What follows belongs to an exercise in optimizing a design on an open flow for small area, a short achievable clock period and few clock cycles; a production flow would make more cautious choices.
At most, simulation tests tie the RTL to the original design; equivalence was not proved.
Power figures rest on the tool's default switching activity, not on a simulated workload.

==> build 83: inputs <==
==> flow/design.v <==
package dctd_pkg;
  localparam int STAMP_W = 32;
  localparam int GAP_W   = 16;
  localparam int PADDR_W = 3;
  localparam int DEPTH   = 16;
  localparam logic [GAP_W-1:0] MIN_GAP_RESET = 16'd400;
  localparam logic [GAP_W-1:0] MAX_GAP_RESET = 16'd1000;
  localparam int QDEPTH = 8;
  localparam logic REG_MIN_GAP = 1'b0;
  localparam logic REG_MAX_GAP = 1'b1;
endpackage
module dctd_ring (
  input  logic                                              clk,
  input  logic                                              push,     
  input  logic                                              rotate,   
  input  logic [dctd_pkg::STAMP_W-1:0]                      din,
  output logic [dctd_pkg::DEPTH-1:0][dctd_pkg::STAMP_W-1:0] slot
);
  localparam int N = dctd_pkg::DEPTH;
  always_ff @(posedge clk) begin
    if (push || rotate) begin
      slot[0] <= rotate ? slot[N-1] : din;
      for (int e = 1; e < N; e++) slot[e] <= slot[e-1];
    end
  end
endmodule
module dctd_win (
  input  logic [15:0]      v_hi,
  input  logic [15:0]      v_lo,
  input  logic [15:0]      s_hi,
  input  logic [15:0]      s_hi_far,  
  input  logic [3:0][15:0] b_lo,      
  output logic [2:0]       rel,       
  output logic [3:0]       c          
);
  function automatic logic gt16(input logic [15:0] a, input logic [15:0] b);
    logic [15:0] d, g;
    logic [7:0]  d1, g1;
    logic [3:0]  d2, g2;
    logic [1:0]  d3, g3;
    logic        r;
    d = a ^ b;
    g = a;
    for (int i = 0; i < 8; i++) begin
      d1[i] = d[2*i+1] | d[2*i];
      g1[i] = d[2*i+1] ? g[2*i+1] : g[2*i];
    end
    for (int i = 0; i < 4; i++) begin
      d2[i] = d1[2*i+1] | d1[2*i];
      g2[i] = d1[2*i+1] ? g1[2*i+1] : g1[2*i];
    end
    for (int i = 0; i < 2; i++) begin
      d3[i] = d2[2*i+1] | d2[2*i];
      g3[i] = d2[2*i+1] ? g2[2*i+1] : g2[2*i];
    end
    r = (d3[1] | d3[0]) & (d3[1] ? g3[1] : g3[0]);
    gt16 = r;
  endfunction
  logic [15:0] z;
  logic        upper_eq;
  logic        near;
  logic        far;
  assign z        = v_hi ^ s_hi;
  assign upper_eq = ~(|z[15:1]);
  assign near     = upper_eq && z[0];
  assign far      = (z == s_hi_far);
  assign rel[0] = s_hi[0] ? near : far;
  assign rel[1] = upper_eq && !z[0];
  assign rel[2] = s_hi[0] ? far : near;
  assign c[0] = gt16(v_lo, b_lo[0]);
  assign c[1] = gt16(b_lo[1], v_lo);
  assign c[2] = gt16(v_lo, b_lo[2]);
  assign c[3] = gt16(b_lo[3], v_lo);
endmodule
module dctd_win_fold (
  input  logic [2:0] rel,
  input  logic [3:0] c,
  input  logic [3:0] b_hi,
  output logic       hit
);
  logic       rm, rz, rp;
  logic [3:0] ok;    
  assign {rp, rz, rm} = rel;
  assign ok[0] = b_hi[0] ? (rz || rp || (rm && c[0])) : (rp || (rz && c[0]));
  assign ok[1] = b_hi[1] ? (rm && c[1])               : (rm || (rz && c[1]));
  assign ok[2] = b_hi[2] ? (rp && c[2])               : (rp || (rz && c[2]));
  assign ok[3] = b_hi[3] ? (rm || rz || (rp && c[3])) : (rm || (rz && c[3]));
  assign hit = (ok[0] && ok[1]) || (ok[2] && ok[3]);
endmodule
module dctd_ctrl (
  input  logic                         clk,
  input  logic                         rst,
  input  logic                         in_valid,
  output logic                         in_stall,
  input  logic [dctd_pkg::STAMP_W-1:0] event_time_ms,
  input  logic [dctd_pkg::GAP_W-1:0]   min_gap,
  input  logic [dctd_pkg::GAP_W-1:0]   max_gap,
  input  logic                         cfg_wr,
  output logic                         out_valid,
  input  logic                         out_stall,
  output logic                         load_on,
  output logic                         toggled
);
  localparam int N  = dctd_pkg::DEPTH;
  localparam int SW = dctd_pkg::STAMP_W;
  localparam int QD = dctd_pkg::QDEPTH;
  logic [N-1:0][SW-1:0] slot;
  logic [N-1:0]         valid;
  logic       sc_busy;
  logic [1:0] sc_ph;
  logic [4:0] sc_left;
  logic [3:0] rot;
  logic [4:0] sc_left_dec;
  logic [3:0] rot_inc;
  logic       sc_cmp;
  logic       busy_d;
  assign sc_left_dec = (sc_left != 5'd0) ? sc_left - 5'd1 : 5'd0;
  assign rot_inc     = rot + 4'd1;
  assign sc_cmp      = sc_busy && (sc_ph == 2'd2);
  assign busy_d      = cfg_wr || (sc_busy && !(sc_cmp && sc_left_dec == 5'd0 && rot_inc == 4'd0));
  always_ff @(posedge clk) begin
    if (rst) begin
      sc_busy <= 1'b0;
      sc_ph   <= '0;
      sc_left <= '0;
      rot     <= '0;
    end else begin
      sc_busy <= busy_d;
      if (sc_cmp) rot <= rot_inc;
      if (cfg_wr) begin
        sc_ph   <= '0;
        sc_left <= 5'd16;
      end else if (sc_busy) begin
        sc_ph <= (sc_ph == 2'd2) ? 2'd0 : sc_ph + 2'd1;
        if (sc_cmp) sc_left <= sc_left_dec;
      end
    end
  end
  logic          a_v;
  logic [SW-1:0] s_q;
  logic          accept;
  assign accept = in_valid && !in_stall;
  always_ff @(posedge clk) begin
    if (sc_busy) s_q <= valid[N-1] ? slot[N-1] : '0;
    else         s_q <= event_time_ms;
  end
  always_ff @(posedge clk) begin
    if (rst) a_v <= 1'b0;
    else     a_v <= accept;
  end
  logic               push;
  logic               b_v;
  logic [SW-1:0]      s2_q;
  logic               s2_zero;
  logic               same_q;
  logic [15:0]        sh_far;
  logic [3:0][15:0]   b_lo;
  logic [3:0]         b_hi;
  logic [3:0][16:0]   bnd;
  assign bnd[0] = {1'b0, s_q[15:0]} - {1'b0, max_gap};
  assign bnd[1] = {1'b0, s_q[15:0]} - {1'b0, min_gap};
  assign bnd[2] = {1'b0, s_q[15:0]} + {1'b0, min_gap};
  assign bnd[3] = {1'b0, s_q[15:0]} + {1'b0, max_gap};
  always_ff @(posedge clk) begin
    s2_q    <= s_q;
    s2_zero <= (s_q == '0);
    same_q  <= push ? (s_q == s2_q) : (s_q == slot[0]);
    sh_far  <= s_q[16] ? (s_q[31:16] ^ (s_q[31:16] + 16'd1)) : (s_q[31:16] ^ (s_q[31:16] - 16'd1));
    for (int k = 0; k < 4; k++) begin
      b_lo[k] <= bnd[k][15:0];
      b_hi[k] <= bnd[k][16];
    end
  end
  always_ff @(posedge clk) begin
    if (rst) b_v <= 1'b0;
    else     b_v <= a_v;
  end
  logic [N-2:0][2:0] rel;
  logic [N-2:0][3:0] cmp;
  logic [2:0]        rel_z;
  logic [3:0]        cmp_z;
  for (genvar e = 0; e < N - 1; e++) begin : g_win
    dctd_win u_win (
      .v_hi    (slot[e][31:16]),
      .v_lo    (slot[e][15:0]),
      .s_hi    (s2_q[31:16]),
      .s_hi_far(sh_far),
      .b_lo    (b_lo),
      .rel     (rel[e]),
      .c       (cmp[e])
    );
  end
  logic z_upper;
  assign z_upper  = ~(|s2_q[31:17]);
  assign rel_z[0] = s2_q[16] ? z_upper : (s2_q[31:16] == sh_far);
  assign rel_z[1] = z_upper && !s2_q[16];
  assign rel_z[2] = s2_q[16] && (s2_q[31:16] == sh_far);
  assign cmp_z[0] = 1'b0;
  assign cmp_z[1] = |b_lo[1];
  assign cmp_z[2] = 1'b0;
  assign cmp_z[3] = |b_lo[3];
  assign push = b_v && !same_q;
  dctd_ring u_ring (
    .clk   (clk),
    .push  (push),
    .rotate(sc_cmp),
    .din   (s2_q),
    .slot  (slot)
  );
  logic              r_v;
  logic [N-2:0][2:0] rel_q;
  logic [N-2:0][3:0] cmp_q;
  logic [2:0]        rel_zq;
  logic [3:0]        cmp_zq;
  logic [3:0]        r_hi;
  logic              r_zero;
  logic              r_shift;
  logic              r_acc;
  logic [N-2:0]      r_incl;
  logic [N-2:0]      w;
  logic              wz;
  always_ff @(posedge clk) begin
    rel_q   <= rel;
    cmp_q   <= cmp;
    rel_zq  <= rel_z;
    cmp_zq  <= cmp_z;
    r_hi    <= b_hi;
    r_zero  <= s2_zero;
    r_shift <= push || sc_cmp;
    for (int e = 0; e < N - 1; e++) r_incl[e] <= !(sc_cmp && rot == 4'(e + 1));
  end
  for (genvar e = 0; e < N - 1; e++) begin : g_fold
    dctd_win_fold u_fold (
      .rel (rel_q[e]),
      .c   (cmp_q[e]),
      .b_hi(r_hi),
      .hit (w[e])
    );
  end
  dctd_win_fold u_fold_zero (
    .rel (rel_zq),
    .c   (cmp_zq),
    .b_hi(r_hi),
    .hit (wz)
  );
  logic         c_v;
  logic [N-2:0] w_q;
  logic         wz_q;
  logic         c_zero;
  logic         shift_a;   
  logic         shift_b;   
  logic         sc_acc;
  logic [N-2:0] incl;
  logic [N:0]   vbits;
  logic [N-2:0] vold;
  logic [N-2:0] w_sel;
  logic         w_any;
  logic         fold;
  logic         dup;
  logic         written;
  logic         hit;
  logic         clr_q;
  logic         pair_q;
  logic         load_q;
  logic [N:0]   v_clr;
  logic [N:0]   v_res;
  logic         res_v;
  logic [1:0]   res_q;
  always_ff @(posedge clk) begin
    w_q     <= w;
    wz_q    <= wz;
    c_zero  <= r_zero;
    shift_a <= r_shift;
    shift_b <= push || sc_cmp;
    incl    <= r_incl;
  end
  assign vold = shift_a ? (shift_b ? vbits[N:2] : vbits[N-1:1])
                        : (shift_b ? vbits[N-1:1] : vbits[N-2:0]);
  for (genvar e = 0; e < N - 1; e++) begin : g_sel
    assign w_sel[e] = incl[e] && (vold[e] ? w_q[e] : wz_q);
  end
  assign w_any   = |w_sel;
  assign fold    = clr_q ? wz_q : w_any;
  assign dup     = (vold[0] && !clr_q) ? !shift_a : c_zero;
  assign written = c_v && !dup;
  assign hit     = written && (pair_q || fold);
  assign v_clr = clr_q ? '0 : vbits;
  assign v_res = v_clr | ({{N{1'b0}}, written} << shift_b);
  always_ff @(posedge clk) begin
    if (rst) begin
      r_v    <= 1'b0;
      r_acc  <= 1'b0;
      c_v    <= 1'b0;
      sc_acc <= 1'b0;
      clr_q  <= 1'b0;
      pair_q <= 1'b0;
      load_q <= 1'b0;
      res_v  <= 1'b0;
      vbits  <= '0;
    end else begin
      r_v    <= b_v;
      r_acc  <= sc_cmp && rot != 4'd0 && !cfg_wr;
      c_v    <= r_v;
      sc_acc <= r_acc && !cfg_wr;
      clr_q  <= hit;
      res_v  <= written;
      if (cfg_wr)               pair_q <= 1'b0;
      else if (sc_acc && w_any) pair_q <= 1'b1;
      else if (hit)             pair_q <= 1'b0;
      if (hit) load_q <= !load_q;
      if (sc_cmp)    vbits <= {v_res[N-1], v_res[N-2:0], v_res[N-1]};
      else if (push) vbits <= {v_res[N-1:0], 1'b0};
      else           vbits <= v_res;
    end
  end
  assign valid = vbits[N-1:0];
  always_ff @(posedge clk) begin
    res_q <= {load_q ^ hit, hit};
  end
  logic [QD-1:0][1:0] q;
  logic [QD-1:0][1:0] q_keep;
  logic [QD-1:0][1:0] q_pop;
  logic [3:0]         cnt;
  logic [3:0]         cnt_c;
  logic               drop_q;
  logic [3:0]         base;   
  logic               pop;
  logic               stall_d;
  assign pop   = out_valid && !out_stall;
  assign cnt_c = cnt + {3'b0, res_v};
  for (genvar i = 0; i < QD; i++) begin : g_q
    assign q_keep[i] = (res_v && cnt == 4'(i)) ? res_q : q[i];
    if (i < QD - 1) begin : g_next
      assign q_pop[i] = (res_v && cnt == 4'(i + 1)) ? res_q : q[i+1];
    end else begin : g_last
      assign q_pop[i] = q[i];
    end
  end
  always_ff @(posedge clk) begin
    q <= pop ? q_pop : q_keep;
  end
  assign stall_d = accept ? (base >= 4'(QD - 1)) : (base >= 4'(QD));
  always_ff @(posedge clk) begin
    if (rst) base <= '0;
    else     base <= base + {3'b0, accept} - {3'b0, pop} - {3'b0, drop_q};
  end
  always_ff @(posedge clk) begin
    if (rst) drop_q <= 1'b0;
    else     drop_q <= c_v && !written;
  end
  always_ff @(posedge clk) begin
    if (rst) begin
      cnt       <= '0;
      out_valid <= 1'b0;
      in_stall  <= 1'b0;
    end else begin
      cnt       <= pop ? cnt_c - 4'd1 : cnt_c;
      out_valid <= pop ? (cnt_c >= 4'd2) : (cnt_c != 4'd0);
      in_stall  <= busy_d || stall_d;
    end
  end
  assign load_on = q[0][1];
  assign toggled = q[0][0];
endmodule
module double_clap_toggle_detector (
  input  logic                         clk,
  input  logic                         rst,
  input  logic                         psel,
  input  logic                         penable,
  input  logic                         pwrite,
  input  logic [dctd_pkg::PADDR_W-1:0] paddr,
  input  logic [31:0]                  pwdata,
  output logic [31:0]                  prdata,
  output logic                         pready,
  input  logic                         in_valid,
  output logic                         in_stall,
  input  logic [dctd_pkg::STAMP_W-1:0] event_time_ms,
  output logic                         out_valid,
  input  logic                         out_stall,
  output logic                         load_on,
  output logic                         toggled
);
  localparam int GW = dctd_pkg::GAP_W;
  logic [GW-1:0] min_gap_ms;
  logic [GW-1:0] max_gap_ms;
  logic          cfg_wr;
  assign pready = 1'b1;
  assign cfg_wr = psel && penable && pwrite;
  always_ff @(posedge clk) begin
    if (rst) begin
      min_gap_ms <= dctd_pkg::MIN_GAP_RESET;
      max_gap_ms <= dctd_pkg::MAX_GAP_RESET;
    end else if (cfg_wr) begin
      if (paddr[2] == dctd_pkg::REG_MAX_GAP) max_gap_ms <= pwdata[GW-1:0];
      else                                   min_gap_ms <= pwdata[GW-1:0];
    end
  end
  assign prdata = {{(32-GW){1'b0}}, (paddr[2] == dctd_pkg::REG_MAX_GAP) ? max_gap_ms : min_gap_ms};
  dctd_ctrl u_ctrl (
    .clk          (clk),
    .rst          (rst),
    .in_valid     (in_valid),
    .in_stall     (in_stall),
    .event_time_ms(event_time_ms),
    .min_gap      (min_gap_ms),
    .max_gap      (max_gap_ms),
    .cfg_wr       (cfg_wr),
    .out_valid    (out_valid),
    .out_stall    (out_stall),
    .load_on      (load_on),
    .toggled      (toggled)
  );
endmodule
==> flow/run.sh <==
#!/bin/bash
# synth_recipe.tcl (not shown) runs the flow's synth.tcl, then flattens the netlist and writes it again
# the make line also repeats each setting of config.mk as NAME=value (left out here)
make -C /OpenROAD-flow-scripts/flow DESIGN_CONFIG=/design/flow/config.mk WORK_HOME=/design/flow/orfs CLKGATE_MAP_FILE= SYNTH_SCRIPT=/design/flow/synth_recipe.tcl finish
==> flow/config.mk <==
export PLATFORM = sky130hd
export DESIGN_NAME = double_clap_toggle_detector
export DESIGN_NICKNAME = double_clap_toggle_detector
export VERILOG_FILES = /design/flow/design.v
export SDC_FILE = /design/flow/constraint.sdc
export NUM_CORES = 4
export LEC_CHECK = 0
export CAP_MARGIN = 20
export CORE_MARGIN = 2
export CORE_UTILIZATION = 40
export PLACE_DENSITY = 0.6
export SETUP_SLACK_MARGIN = 2.6
export SLEW_MARGIN = 20
==> flow/constraint.sdc <==
create_clock -name core_clock -period 5.5 [get_ports {clk}]
set_input_delay 1.1000 -clock core_clock [delete_from_list [all_inputs] [get_ports {clk}]]
set_output_delay 1.1000 -clock core_clock [all_outputs]
set_load 0.01 [all_outputs]
==> inputs of trial 67, as changes to build 83 <==
--- a/flow/design.v
+++ b/flow/design.v
@@ -396,5 +396,10 @@
     end
   end
-  assign prdata = {{(32-GW){1'b0}}, (paddr[2] == dctd_pkg::REG_MAX_GAP) ? max_gap_ms : min_gap_ms};
+  logic [GW-1:0] rd_q;
+  always_ff @(posedge clk) begin
+    if (rst) rd_q <= (paddr[2] == dctd_pkg::REG_MAX_GAP) ? dctd_pkg::MAX_GAP_RESET : dctd_pkg::MIN_GAP_RESET;
+    else     rd_q <= (paddr[2] == dctd_pkg::REG_MAX_GAP) ? max_gap_ms : min_gap_ms;
+  end
+  assign prdata = {{(32-GW){1'b0}}, rd_q};
   dctd_ctrl u_ctrl (
     .clk          (clk),
--- a/flow/config.mk
+++ b/flow/config.mk
@@ -8,6 +8,10 @@
 export CAP_MARGIN = 20
 export CORE_MARGIN = 2
-export CORE_UTILIZATION = 40
-export PLACE_DENSITY = 0.6
-export SETUP_SLACK_MARGIN = 2.6
+export CORE_UTILIZATION = 60
+export CTS_CLUSTER_DIAMETER = 80
+export CTS_CLUSTER_SIZE = 20
+export PLACE_DENSITY = 0.78
+export SETUP_SLACK_MARGIN = 3.2
 export SLEW_MARGIN = 20
+export SYNTH_HIERARCHICAL = 1
+export SYNTH_MINIMUM_KEEP_SIZE = 100
==> inputs of build 26, as changes to build 83 <==
--- a/flow/design.v
+++ b/flow/design.v
@@ -6,5 +6,5 @@
   localparam logic [GAP_W-1:0] MIN_GAP_RESET = 16'd400;
   localparam logic [GAP_W-1:0] MAX_GAP_RESET = 16'd1000;
-  localparam int QDEPTH = 8;
+  localparam int QDEPTH = 6;
   localparam logic REG_MIN_GAP = 1'b0;
   localparam logic REG_MAX_GAP = 1'b1;
@@ -28,6 +28,7 @@
   input  logic [15:0]      v_hi,
   input  logic [15:0]      v_lo,
+  input  logic [15:0]      s_hi_m1,   
   input  logic [15:0]      s_hi,
-  input  logic [15:0]      s_hi_far,  
+  input  logic [15:0]      s_hi_p1,   
   input  logic [3:0][15:0] b_lo,      
   output logic [2:0]       rel,       
@@ -57,15 +58,7 @@
     gt16 = r;
   endfunction
-  logic [15:0] z;
-  logic        upper_eq;
-  logic        near;
-  logic        far;
-  assign z        = v_hi ^ s_hi;
-  assign upper_eq = ~(|z[15:1]);
-  assign near     = upper_eq && z[0];
-  assign far      = (z == s_hi_far);
-  assign rel[0] = s_hi[0] ? near : far;
-  assign rel[1] = upper_eq && !z[0];
-  assign rel[2] = s_hi[0] ? far : near;
+  assign rel[0] = (v_hi == s_hi_m1);
+  assign rel[1] = (v_hi == s_hi);
+  assign rel[2] = (v_hi == s_hi_p1);
   assign c[0] = gt16(v_lo, b_lo[0]);
   assign c[1] = gt16(b_lo[1], v_lo);
@@ -154,5 +147,6 @@
   logic               s2_zero;
   logic               same_q;
-  logic [15:0]        sh_far;
+  logic [15:0]        sh_m1;
+  logic [15:0]        sh_p1;
   logic [3:0][15:0]   b_lo;
   logic [3:0]         b_hi;
@@ -166,5 +160,6 @@
     s2_zero <= (s_q == '0);
     same_q  <= push ? (s_q == s2_q) : (s_q == slot[0]);
-    sh_far  <= s_q[16] ? (s_q[31:16] ^ (s_q[31:16] + 16'd1)) : (s_q[31:16] ^ (s_q[31:16] - 16'd1));
+    sh_m1   <= s_q[31:16] - 16'd1;
+    sh_p1   <= s_q[31:16] + 16'd1;
     for (int k = 0; k < 4; k++) begin
       b_lo[k] <= bnd[k][15:0];
@@ -182,22 +177,24 @@
   for (genvar e = 0; e < N - 1; e++) begin : g_win
     dctd_win u_win (
-      .v_hi    (slot[e][31:16]),
-      .v_lo    (slot[e][15:0]),
-      .s_hi    (s2_q[31:16]),
-      .s_hi_far(sh_far),
-      .b_lo    (b_lo),
-      .rel     (rel[e]),
-      .c       (cmp[e])
+      .v_hi   (slot[e][31:16]),
+      .v_lo   (slot[e][15:0]),
+      .s_hi_m1(sh_m1),
+      .s_hi   (s2_q[31:16]),
+      .s_hi_p1(sh_p1),
+      .b_lo   (b_lo),
+      .rel    (rel[e]),
+      .c      (cmp[e])
     );
   end
-  logic z_upper;
-  assign z_upper  = ~(|s2_q[31:17]);
-  assign rel_z[0] = s2_q[16] ? z_upper : (s2_q[31:16] == sh_far);
-  assign rel_z[1] = z_upper && !s2_q[16];
-  assign rel_z[2] = s2_q[16] && (s2_q[31:16] == sh_far);
-  assign cmp_z[0] = 1'b0;
-  assign cmp_z[1] = |b_lo[1];
-  assign cmp_z[2] = 1'b0;
-  assign cmp_z[3] = |b_lo[3];
+  dctd_win u_win_zero (
+    .v_hi   (16'd0),
+    .v_lo   (16'd0),
+    .s_hi_m1(sh_m1),
+    .s_hi   (s2_q[31:16]),
+    .s_hi_p1(sh_p1),
+    .b_lo   (b_lo),
+    .rel    (rel_z),
+    .c      (cmp_z)
+  );
   assign push = b_v && !same_q;
   dctd_ring u_ring (
@@ -208,16 +205,25 @@
     .slot  (slot)
   );
-  logic              r_v;
+  logic              c_v;
   logic [N-2:0][2:0] rel_q;
   logic [N-2:0][3:0] cmp_q;
   logic [2:0]        rel_zq;
   logic [3:0]        cmp_zq;
-  logic [3:0]        r_hi;
-  logic              r_zero;
-  logic              r_shift;
-  logic              r_acc;
-  logic [N-2:0]      r_incl;
-  logic [N-2:0]      w;
-  logic              wz;
+  logic [3:0]        c_hi;
+  logic [N-2:0]      w_q;
+  logic              wz_q;
+  logic         c_zero;
+  logic         shifted;
+  logic         sc_acc;
+  logic [3:0]   sc_rot;
+  logic [N-2:0] vold;
+  logic [N-2:0] w_sel;
+  logic         w_any;
+  logic         dup;
+  logic         written;
+  logic         hit;
+  logic         pair_q;
+  logic         load_q;
+  logic [N-1:0] v_res;
   always_ff @(posedge clk) begin
     rel_q   <= rel;
@@ -225,8 +231,8 @@
     rel_zq  <= rel_z;
     cmp_zq  <= cmp_z;
-    r_hi    <= b_hi;
-    r_zero  <= s2_zero;
-    r_shift <= push || sc_cmp;
-    for (int e = 0; e < N - 1; e++) r_incl[e] <= !(sc_cmp && rot == 4'(e + 1));
+    c_hi    <= b_hi;
+    c_zero  <= s2_zero;
+    shifted <= push || sc_cmp;
+    sc_rot  <= rot;
   end
   for (genvar e = 0; e < N - 1; e++) begin : g_fold
@@ -234,6 +240,6 @@
       .rel (rel_q[e]),
       .c   (cmp_q[e]),
-      .b_hi(r_hi),
-      .hit (w[e])
+      .b_hi(c_hi),
+      .hit (w_q[e])
     );
   end
@@ -241,96 +247,52 @@
     .rel (rel_zq),
     .c   (cmp_zq),
-    .b_hi(r_hi),
-    .hit (wz)
+    .b_hi(c_hi),
+    .hit (wz_q)
   );
-  logic         c_v;
-  logic [N-2:0] w_q;
-  logic         wz_q;
-  logic         c_zero;
-  logic         shift_a;   
-  logic         shift_b;   
-  logic         sc_acc;
-  logic [N-2:0] incl;
-  logic [N:0]   vbits;
-  logic [N-2:0] vold;
-  logic [N-2:0] w_sel;
-  logic         w_any;
-  logic         fold;
-  logic         dup;
-  logic         written;
-  logic         hit;
-  logic         clr_q;
-  logic         pair_q;
-  logic         load_q;
-  logic [N:0]   v_clr;
-  logic [N:0]   v_res;
-  logic         res_v;
-  logic [1:0]   res_q;
-  always_ff @(posedge clk) begin
-    w_q     <= w;
-    wz_q    <= wz;
-    c_zero  <= r_zero;
-    shift_a <= r_shift;
-    shift_b <= push || sc_cmp;
-    incl    <= r_incl;
-  end
-  assign vold = shift_a ? (shift_b ? vbits[N:2] : vbits[N-1:1])
-                        : (shift_b ? vbits[N-1:1] : vbits[N-2:0]);
+  assign vold = shifted ? valid[N-1:1] : valid[N-2:0];
   for (genvar e = 0; e < N - 1; e++) begin : g_sel
-    assign w_sel[e] = incl[e] && (vold[e] ? w_q[e] : wz_q);
+    assign w_sel[e] = !(sc_acc && sc_rot == 4'(e + 1)) && (vold[e] ? w_q[e] : wz_q);
   end
   assign w_any   = |w_sel;
-  assign fold    = clr_q ? wz_q : w_any;
-  assign dup     = (vold[0] && !clr_q) ? !shift_a : c_zero;
+  assign dup     = vold[0] ? !shifted : c_zero;
   assign written = c_v && !dup;
-  assign hit     = written && (pair_q || fold);
-  assign v_clr = clr_q ? '0 : vbits;
-  assign v_res = v_clr | ({{N{1'b0}}, written} << shift_b);
+  assign hit     = written && (pair_q || w_any);
+  assign v_res = hit ? '0 : {valid[N-1:1], valid[0] || written};
   always_ff @(posedge clk) begin
     if (rst) begin
-      r_v    <= 1'b0;
-      r_acc  <= 1'b0;
       c_v    <= 1'b0;
       sc_acc <= 1'b0;
-      clr_q  <= 1'b0;
       pair_q <= 1'b0;
       load_q <= 1'b0;
-      res_v  <= 1'b0;
-      vbits  <= '0;
+      valid  <= '0;
     end else begin
-      r_v    <= b_v;
-      r_acc  <= sc_cmp && rot != 4'd0 && !cfg_wr;
-      c_v    <= r_v;
-      sc_acc <= r_acc && !cfg_wr;
-      clr_q  <= hit;
-      res_v  <= written;
+      c_v    <= b_v;
+      sc_acc <= sc_cmp && rot != 4'd0 && !cfg_wr;
       if (cfg_wr)               pair_q <= 1'b0;
       else if (sc_acc && w_any) pair_q <= 1'b1;
       else if (hit)             pair_q <= 1'b0;
       if (hit) load_q <= !load_q;
-      if (sc_cmp)    vbits <= {v_res[N-1], v_res[N-2:0], v_res[N-1]};
-      else if (push) vbits <= {v_res[N-1:0], 1'b0};
-      else           vbits <= v_res;
+      if (sc_cmp)    valid <= {v_res[N-2:0], v_res[N-1]};
+      else if (push) valid <= {v_res[N-2:0], 1'b0};
+      else           valid <= v_res;
     end
   end
-  assign valid = vbits[N-1:0];
-  always_ff @(posedge clk) begin
-    res_q <= {load_q ^ hit, hit};
-  end
   logic [QD-1:0][1:0] q;
   logic [QD-1:0][1:0] q_keep;
   logic [QD-1:0][1:0] q_pop;
-  logic [3:0]         cnt;
-  logic [3:0]         cnt_c;
-  logic               drop_q;
-  logic [3:0]         base;   
+  logic [1:0]         res;
+  logic [2:0]         cnt;
+  logic [2:0]         cnt_c;
+  logic [3:0]         base;
   logic               pop;
   logic               stall_d;
   assign pop   = out_valid && !out_stall;
-  assign cnt_c = cnt + {3'b0, res_v};
+  assign res   = {load_q ^ hit, hit};
+  assign cnt_c = cnt + {2'b0, written};
+  assign base  = {1'b0, cnt} + {3'b0, c_v} + {3'b0, b_v} + {3'b0, a_v};
   for (genvar i = 0; i < QD; i++) begin : g_q
-    assign q_keep[i] = (res_v && cnt == 4'(i)) ? res_q : q[i];
+    assign q_keep[i] = (written && cnt == 3'(i)) ? res : q[i];
     if (i < QD - 1) begin : g_next
-      assign q_pop[i] = (res_v && cnt == 4'(i + 1)) ? res_q : q[i+1];
+      assign q_pop[i] = (written && cnt == 3'(i + 1)) ? res : q[i+1];
     end else begin : g_last
       assign q_pop[i] = q[i];
@@ -342,12 +304,4 @@
   assign stall_d = accept ? (base >= 4'(QD - 1)) : (base >= 4'(QD));
   always_ff @(posedge clk) begin
-    if (rst) base <= '0;
-    else     base <= base + {3'b0, accept} - {3'b0, pop} - {3'b0, drop_q};
-  end
-  always_ff @(posedge clk) begin
-    if (rst) drop_q <= 1'b0;
-    else     drop_q <= c_v && !written;
-  end
-  always_ff @(posedge clk) begin
     if (rst) begin
       cnt       <= '0;
@@ -355,6 +309,6 @@
       in_stall  <= 1'b0;
     end else begin
-      cnt       <= pop ? cnt_c - 4'd1 : cnt_c;
-      out_valid <= pop ? (cnt_c >= 4'd2) : (cnt_c != 4'd0);
+      cnt       <= pop ? cnt_c - 3'd1 : cnt_c;
+      out_valid <= pop ? (cnt_c >= 3'd2) : (cnt_c != 3'd0);
       in_stall  <= busy_d || stall_d;
     end
==> run notes <==
status complete, no violations; CP arrival 3.71 ns; Placed Cells 7402; Cell Area, Synth 56300 sq um; Setup WS post-layout 2.40 ns; clk pwr 7.10 mW; Max-slew headroom 25.0%; Hold Path Origin u_ctrl.b_hi[0]
The numbers above come from build 26.

==> run notes <==
status complete, no violations; Max-slew headroom 21.6%; Placed Cells 6988; NetSw 7.11 mW; CP arrival 3.03 ns; Setup WS post-layout 3.08 ns; commonest non-fill, non-tap cell in the layout xor2_1; Cell Area, Synth 59000 sq um; Multi-In Gates 4240; layout cell share with drive strength beyond 1 14.1%; Hold Path Origin u_ctrl.r_incl[5]
The numbers above come from trial 67.

==> run notes <==
Cell Area, Synth 54700 sq um; status complete, no violations; Setup WS post-layout 2.09 ns; clk pwr 7.05 mW; Max-slew headroom 25.9%; CP arrival 4.08 ns
The numbers above come from build 83.

Testbench counts of trial 67, summed over its fixed seeds: cycles 3,248.
Function not checked in build 83 and build 26: the RTL went through the layout flow alone.

[re-timing with driven ports]
Ports are ideal in the flow. The routed layouts listed here were re-timed in OpenROAD. Step 1 sets driving cells, clkbuf_16 on the clock port and buf_2 on the other inputs (assumed; they add their load-dependent delay and slew). Step 2 adds t to the input delays and takes it off the output delays; t is the mean of the earliest and latest rising clock arrival at the registers after step 1. Input paths then give back, and output paths get back, about the clock's delay inside the block. Three values: ideal, step 1, step 2; two values: the first two.
run	shift t [ns]	slack for setup (ns)	worst data-port slew with drivers (ns)	pins driven straight from the clock port
build 83	0.802	2.087 / 2.087 / 2.002	0.10	1
trial 67	0.764	3.082 / 3.082 / 2.555	0.07	1
build 26	0.799	2.400 / 2.400 / 2.125	0.12	1
After both steps setup and hold are still met in every run listed. The setup slack of trial 67, which loses most, moves by 0.000 ns with the drivers and by -0.527 ns with both steps.
